Context: an optimization exercise on an open-source flow, tuned for a short achievable clock period and few clock cycles. The choices shown serve that exercise and are no tape-out recipe. Only simulation tests tie the RTL to the original design; equivalence was not proved. Power and IR drop assume default switching activity.

==> flow/design.v <==
`timescale 1ns/100ps
package cache_cfg_pkg;
        localparam int word_bits = 32;
        localparam int line_words = 4;
        localparam int offset_bits = 4;           
        localparam int default_num_sets = 16;
        typedef logic [word_bits-1:0] word_t;
        typedef logic [31:0] addr_t;              
        typedef logic [line_words*word_bits-1:0] line_t;
endpackage
`timescale 1ns/100ps
package cache_ctrl_pkg;
        typedef enum logic [1:0] {
                idle,
                lookup,
                refill,
                merge
        } ctrl_state_e;
        typedef enum logic [1:0] {
                none,
                fill,
                evict_fill               
        } mem_op_e;
endpackage
`timescale 1ns/100ps
`timescale 1ns/100ps
`timescale 1ns/100ps
`timescale 1ns/100ps
`timescale 1ns/100ps
module cache_top #(
        parameter int num_sets = cache_cfg_pkg::default_num_sets
) (
        input logic clk,
        input logic reset,
        input logic read_cpu,
        input logic write_cpu,
        input logic byte_sel,
        input cache_cfg_pkg::word_t data_cpu_write,
        input cache_cfg_pkg::addr_t addr_cpu,
        output cache_cfg_pkg::word_t data_cpu_read,
        output logic stall,
        input logic ready_mem,
        input logic mem_busy,
        input cache_cfg_pkg::line_t data_mem_read,
        output cache_cfg_pkg::line_t data_mem_write,
        output cache_cfg_pkg::addr_t addr_mem,
        output logic read_mem,
        output logic write_mem
);
        localparam int index_bits = $clog2(num_sets);
        localparam int ob = cache_cfg_pkg::offset_bits;
        localparam int tag_bits = 32 - index_bits - ob;
        typedef enum logic [2:0] {
                s_ready,                 
                s_wb_issue,              
                s_wb_wait,               
                s_rd_issue,              
                s_rd_wait                
        } state_e;
        state_e state;
        logic [tag_bits-1:0] tag_mem [2][num_sets];
        cache_cfg_pkg::line_t lines [2][num_sets];
        logic [1:0][num_sets-1:0] valid;
        logic [1:0][num_sets-1:0] dirty;
        logic [num_sets-1:0] lru;                
        logic [31:ob] line_q;                    
        logic [1:0] word_q;
        logic [1:0] byte_q;
        logic bsel_q;
        logic write_q;
        cache_cfg_pkg::word_t wdata_q;
        logic vway_q;                            
        logic req;
        logic req_wr;
        logic [index_bits-1:0] idx;
        logic [tag_bits-1:0] tag;
        logic [1:0] wi;
        logic [num_sets-1:0] idx_oh;
        logic [1:0][num_sets-1:0] match;
        logic [1:0] hit_vec;
        logic hit;
        logic victim;
        logic victim_dirty;
        logic [tag_bits-1:0] victim_tag;
        cache_cfg_pkg::line_t victim_line;
        cache_cfg_pkg::word_t way_word [2];
        cache_cfg_pkg::word_t hit_word;
        cache_cfg_pkg::word_t hit_rdata;
        assign req = read_cpu || write_cpu;
        assign req_wr = write_cpu && !read_cpu;          
        assign idx = addr_cpu[ob +: index_bits];
        assign tag = addr_cpu[31 -: tag_bits];
        assign wi = addr_cpu[3:2];
        always_comb
        begin
                for (int s = 0; s < num_sets; s++)
                        idx_oh[s] = (idx == s);
        end
        always_comb
        begin
                for (int w = 0; w < 2; w++)
                        for (int s = 0; s < num_sets; s++)
                                match[w][s] = valid[w][s] && (tag_mem[w][s] == tag);
        end
        assign hit_vec[0] = |(match[0] & idx_oh);
        assign hit_vec[1] = |(match[1] & idx_oh);
        assign hit = |hit_vec;
        assign victim = !valid[0][idx] ? 1'b0 :
                        !valid[1][idx] ? 1'b1 : lru[idx];
        assign victim_dirty = dirty[victim][idx];
        assign victim_tag = tag_mem[victim][idx];
        assign victim_line = lines[victim][idx];
        assign way_word[0] = lines[0][idx][wi*32 +: 32];
        assign way_word[1] = lines[1][idx][wi*32 +: 32];
        assign hit_word = hit_vec[1] ? way_word[1] : way_word[0];
        assign hit_rdata = byte_sel ? cache_cfg_pkg::word_t'(hit_word[addr_cpu[1:0]*8 +: 8]) :
                                      hit_word;
        logic fill;
        logic [index_bits-1:0] idx_q;
        cache_cfg_pkg::word_t fill_word;
        cache_cfg_pkg::word_t fill_rdata;
        cache_cfg_pkg::line_t fill_line;
        assign fill = (state == s_rd_wait) && ready_mem;
        assign idx_q = line_q[ob +: index_bits];
        assign fill_word = data_mem_read[word_q*32 +: 32];
        assign fill_rdata = bsel_q ? cache_cfg_pkg::word_t'(fill_word[byte_q*8 +: 8]) : fill_word;
        always_comb
        begin
                fill_line = data_mem_read;
                if (write_q)
                        fill_line[word_q*32 +: 32] = wdata_q;
        end
        always_ff @(posedge clk)
        begin
                if (state == s_ready)
                begin
                        if (req && req_wr)
                        begin
                                for (int w = 0; w < 2; w++)
                                        if (hit_vec[w])
                                                lines[w][idx][wi*32 +: 32] <= data_cpu_write;
                        end
                end
                else if (fill)
                begin
                        lines[vway_q][idx_q] <= fill_line;
                        tag_mem[vway_q][idx_q] <= line_q[31 -: tag_bits];
                end
        end
        always_ff @(posedge clk)
        begin
                if (state == s_rd_wait)
                        data_cpu_read <= fill_rdata;
                else
                        data_cpu_read <= hit_rdata;
        end
        always_ff @(posedge clk)
        begin
                if (state == s_ready)
                begin
                        line_q <= addr_cpu[31:ob];
                        word_q <= wi;
                        byte_q <= addr_cpu[1:0];
                        bsel_q <= byte_sel;
                        write_q <= req_wr;
                        wdata_q <= data_cpu_write;
                        vway_q <= victim;
                        data_mem_write <= victim_line;
                end
        end
        always_ff @(posedge clk or posedge reset)
        begin
                if (reset)
                begin
                        state <= s_ready;
                        stall <= 1'b0;
                        read_mem <= 1'b0;
                        write_mem <= 1'b0;
                        addr_mem <= '0;
                        valid <= '0;
                        dirty <= '0;
                        lru <= '0;
                end
                else
                begin
                        read_mem <= 1'b0;        
                        write_mem <= 1'b0;
                        case (state)
                        s_ready:
                        begin
                                if (victim_dirty)
                                        addr_mem <= {victim_tag, idx, {ob{1'b0}}};
                                else
                                        addr_mem <= {addr_cpu[31:ob], {ob{1'b0}}};
                                if (req)
                                begin
                                        if (hit)
                                        begin
                                                lru[idx] <= !hit_vec[1];
                                                if (req_wr)
                                                        for (int w = 0; w < 2; w++)
                                                                if (hit_vec[w])
                                                                        dirty[w][idx] <= 1'b1;
                                        end
                                        else
                                        begin
                                                stall <= 1'b1;
                                                if (victim_dirty)
                                                begin
                                                        write_mem <= !mem_busy;
                                                        state <= mem_busy ? s_wb_issue : s_wb_wait;
                                                end
                                                else
                                                begin
                                                        read_mem <= !mem_busy;
                                                        state <= mem_busy ? s_rd_issue : s_rd_wait;
                                                end
                                        end
                                end
                        end
                        s_wb_issue:
                                if (!mem_busy)
                                begin
                                        write_mem <= 1'b1;
                                        state <= s_wb_wait;
                                end
                        s_wb_wait:
                                if (ready_mem)
                                begin
                                        addr_mem <= {line_q, {ob{1'b0}}};
                                        state <= s_rd_issue;
                                end
                        s_rd_issue:
                                if (!mem_busy)
                                begin
                                        read_mem <= 1'b1;
                                        state <= s_rd_wait;
                                end
                        default:
                                if (ready_mem)
                                begin
                                        valid[vway_q][idx_q] <= 1'b1;
                                        dirty[vway_q][idx_q] <= write_q;
                                        lru[idx_q] <= !vway_q;
                                        stall <= 1'b0;
                                        state <= s_ready;
                                end
                        endcase
                end
        end
endmodule
==> flow/run.sh <==
#!/bin/bash
# synth_recipe.tcl (not shown) runs the flow's synth.tcl, then flattens the netlist and writes it again
# the make line also repeats each setting of config.mk as NAME=value (left out here)
make -C /OpenROAD-flow-scripts/flow DESIGN_CONFIG=/design/flow/config.mk WORK_HOME=/design/flow/orfs CLKGATE_MAP_FILE= SYNTH_SCRIPT=/design/flow/synth_recipe.tcl finish
==> flow/config.mk <==
export PLATFORM = sky130hd
export DESIGN_NAME = cache_top
export DESIGN_NICKNAME = cache_top
export VERILOG_FILES = /design/flow/design.v
export SDC_FILE = /design/flow/constraint.sdc
export NUM_CORES = 4
export LEC_CHECK = 0
export CAP_MARGIN = 20
export CORE_MARGIN = 2
export CORE_UTILIZATION = 35
export PLACE_DENSITY = 0.45
export SETUP_SLACK_MARGIN = 0.2
export SLEW_MARGIN = 20
==> flow/constraint.sdc <==
create_clock -name core_clock -period 8.0 [get_ports {clk}]
set_input_delay 1.6000 -clock core_clock [delete_from_list [all_inputs] [get_ports {clk}]]
set_output_delay 1.6000 -clock core_clock [all_outputs]
set_load 0.01 [all_outputs]
==> results.txt <==
synthesized netlist by cell type (32+ instances only):
cell type     n
edfxtp_1   5059
o21ai_0    1751
mux4_2     1431
nor2_1      700
clkbuf_1    694
xnor2_1     681
nand2_1     414
a22oi_1     329
buf_2       290
nand4_1     170
nand3_1     140
mux2_2      127
dfrtp_1     114
a22o_1       94
xor2_1       93
a221oi_1     85
buf_1        77
and2_1       76
a21oi_1      74
mux2i_1      73
nor4_1       73
nor3_1       65
buf_4        44
o211ai_1     38
nor2b_1      36
nand2b_1     35
a31oi_1      32
dfxtp_1      32
o22ai_1      32
flip-flops by register name, summed over array words and instances (netlist names):
name and flops:
byte_q 2, tag_mem 768, stall 1, addr_mem 28, data_mem_write 128, lru 16
dirty 32, write_mem 1, bsel_q 1, data_cpu_read 32, write_q 1, state 3
lines 4096, word_q 2, vway_q 1, wdata_q 32, line_q 28, valid 32
read_mem 1
area by class of cell:
cell class | count | area (um^2)
Clock buffer | 760 | 15830
Timing Repair Buffer | 1197 | 11180
Fill cell | 57740 | 377700
Tap cell | 8584 | 10740
Inverter | 28 | 122.6
Clock inverter | 325 | 2939
Antenna cell | 60 | 150.1
Sequential cell | 5205 | 155400
Multi-Input combinational cell | 6812 | 66740
per-layer routing:
layer	track usage	wire length, um	vias to the layer above
li1	-	-	54490
met1	0.3932	382700	75300
met2	0.4442	435500	8192
met3	0.06599	91210	1549
met4	0.1539	61690	34
met5	0	409	-
worst max-delay path, stage by stage:
cell and delay (ns):
buf_16 0.32, ha_1 0.76, or3b_4 0.72, or4_1 0.64
nor3_1 0.29, a22oi_1 0.15, nand4_1 0.17, nor2_1 0.15
inv_2 0.45, nand3_2 0.10, buf_4 0.30, o21ai_4 0.26
buf_4 0.62
final timing paths:
path | end | slack (ns) | cells after the start
min in group asynchronous | addr_mem[19] | 1.01 | 2
setup / recovery | lines[19][89] | 1.76 | 13
hold reg to reg | tag_mem[10][5] | 0.46 | 0
setup reg to reg | lines[22][50] | 2.22 | 7
hold / removal | tag_mem[10][5] | 0.46 | 0
max in group asynchronous | lru[13] | 5.77 | 3
logic make-up after synthesis:
| family | after synthesis |
|---|---|
| adder cells (fa/ha/maj) | 19 |
| other | 1 |
| AO/OA/AOI/OAI | 2574 |
| flip-flops | 5205 |
| AND/OR/NAND/NOR | 1798 |
| multiplexers | 1643 |
| buffers and inverters | 1136 |
| XOR/XNOR | 774 |
through the flow:
stage               area (um^2)  std cells    util  hold slack (ns)
floorplan                225100      13150       -           0.4367
global placement         243800      21800  0.3804           0.4307
detailed placement       244000      21820  0.3808           0.4450
CTS                      262800      22910  0.4101           0.4611
global route             263000      22920  0.4104           0.4951
finish                   263100      22970  0.4106           0.4593
power by group:
| group | switching (W) | internal, W |
|---|---|---|
| registers | 0.00108 | 0.0317 |
| logic | 0.00809 | 0.00333 |
| clock network | 0.0116 | 0.0152 |
| total | 0.0208 | 0.0502 |
==> flow_metrics.env <==
export IMPL_synth_area_leaders="edfxtp_1 (67%), mux4_2 (14%), o21ai_0 (3.9%)"
export IMPL_dp_hpwl_um=672700
export IMPL_numClockSinks=5205
export IMPL_synth_xor_area_frac=0.03012
export IMPL_core_um2=640800
export IMPL_tightest_slew_ns=1.296
export IMPL_ant_nets=0
export IMPL_status="finished clean"
export IMPL_grt_pass1_vias=134500
export IMPL_min_period_over_period=0.7803
export IMPL_yosys_most_used_dff="edfxtp_1"
export IMPL_grt_pass1_wl_um=1274000
export IMPL_die_w_um=805.9
export IMPL_finalHoldViolations=0
export IMPL_cts_root_buf="clkbuf_16"
export IMPL_clock_latency_ns=1.15
export IMPL_totalWireLength_um=971500
export IMPL_relSlewSlack=0.1359
export IMPL_yosysTopAreaCell="edfxtp_1"
export IMPL_antenna_found_initial=111
export IMPL_dr_pass1_iters=8
export IMPL_p_per_area_nw_per_um2=269.8
export IMPL_syn_to_final_growth_pct=16.90
export IMPL_wl_per_cell_um=42.29
export IMPL_path_clk_slew_ns=0.05
export IMPL_ir_drop_uv=258.4
export IMPL_synth_top_family_by_area="multiplexers"
export IMPL_crit_start="addr_cpu[4]"
export IMPL_power_leakage_nw=83.76
export IMPL_cts_hold_fix_buffers=0
export IMPL_crit_type="in2reg"
export IMPL_holdCritPathClass="reg2reg"
export IMPL_finalWeightedCongestion=0.9818
export IMPL_floorplan_rows=294
export IMPL_cts_max_path_buffers=4
export IMPL_grt_start_max_net_pins=213
export IMPL_synth_edf_count=5059
export IMPL_synth_seq_cells=5205
export IMPL_start_util=0.3512
export IMPL_cts_setup_buffers=0
export IMPL_synth_warnings=2
export IMPL_die_h_um=805.9
export IMPL_viasPerCell=6.076
export IMPL_fin_setup_tns_ns=0
export IMPL_yosys_area_share_adder=0.001056
export IMPL_r2r_start="state[1]"
export IMPL_dp_slack_ns=0.7518
export IMPL_layout_drive_gt1_share=0.2483
export IMPL_grt_overflow_total=0
export IMPL_cp_required_ns=8.69
export IMPL_rsz0062_at_grt="no"
export IMPL_netlist_cell_type_count=78
export IMPL_drc=0
export IMPL_ys_seq_area_frac=0.6905
export IMPL_layout_common_cells="edfxtp_1 (5,059), o21ai_0 (1,605), mux4_2 (1,431)"
export IMPL_synth_top_area_share=0.6749
export IMPL_critPathMaxFanout=67
export IMPL_cts_buffers=595
export IMPL_crit_path_end_kind="flip-flop"
export IMPL_cp_data_arrival_time_ns=6.94
export IMPL_io_buffers=389
export IMPL_synth_simple_area_share=0.03705
export IMPL_fin_ws_ns=1.758
export IMPL_syn_area_um2=225100
export IMPL_nets=14060
export IMPL_setup_worst_path_start_class="input port"
export IMPL_maxSlewViolCount=0
export IMPL_ctsResizeCount=0
export IMPL_synth_area_per_cell_um2=17.12
export IMPL_period_minus_slack_ns=6.242
export IMPL_ios=394
export IMPL_drtIter0Drc=20720
export IMPL_cts_tree="yes"
export IMPL_final_common_cell="edfxtp_1"
export IMPL_drv_cap=0
export IMPL_synthMuxAreaShare=0.1534
export IMPL_die_area_um2=649500
export IMPL_htree_levels=6
export IMPL_synth_compound_area_frac=0.06651
export IMPL_clock_skew_ns=0.09524
export IMPL_final_setup_viol_count=0
export IMPL_fmax_mhz=160.2
export IMPL_power_w=0.07098
export IMPL_via_count=139600
export IMPL_async_flop_share=0.02190
export IMPL_grt_total_usage=0.2922
export IMPL_synthCells=13150
export IMPL_min_delay_start="line_q[13]"
Testbench counts, summed over its fixed seeds: cycles 47,427.

==> port drivers added, routing unchanged <==
Ports are ideal in the flow. The routed layout listed here was re-timed in OpenROAD. Step 1 sets driving cells, clkbuf_16 on the clock port and buf_2 on the other inputs (assumed; they add their load-dependent delay and slew). Step 2 moves the port delays by t, midway between the first and last clock arrival at a register: inputs arrive t later, outputs are due t later. That takes back most of the time a late clock gives input paths. a / b / c = ideal / step 1 / step 2; a / b = the first two.
t, ns: 1.226
setup WS [ns]: 1.758 / 1.793 / 0.567
worst setup path after step 2: input to register
latest minus earliest clock arrival (ns): 0.104 / 0.104
slew at the worst register clock pin (ns): 0.07 / 0.07
After both steps setup and hold are still met in this run. The setup slack of this run moves by +0.035 ns with the drivers and by -1.191 ns with both steps.
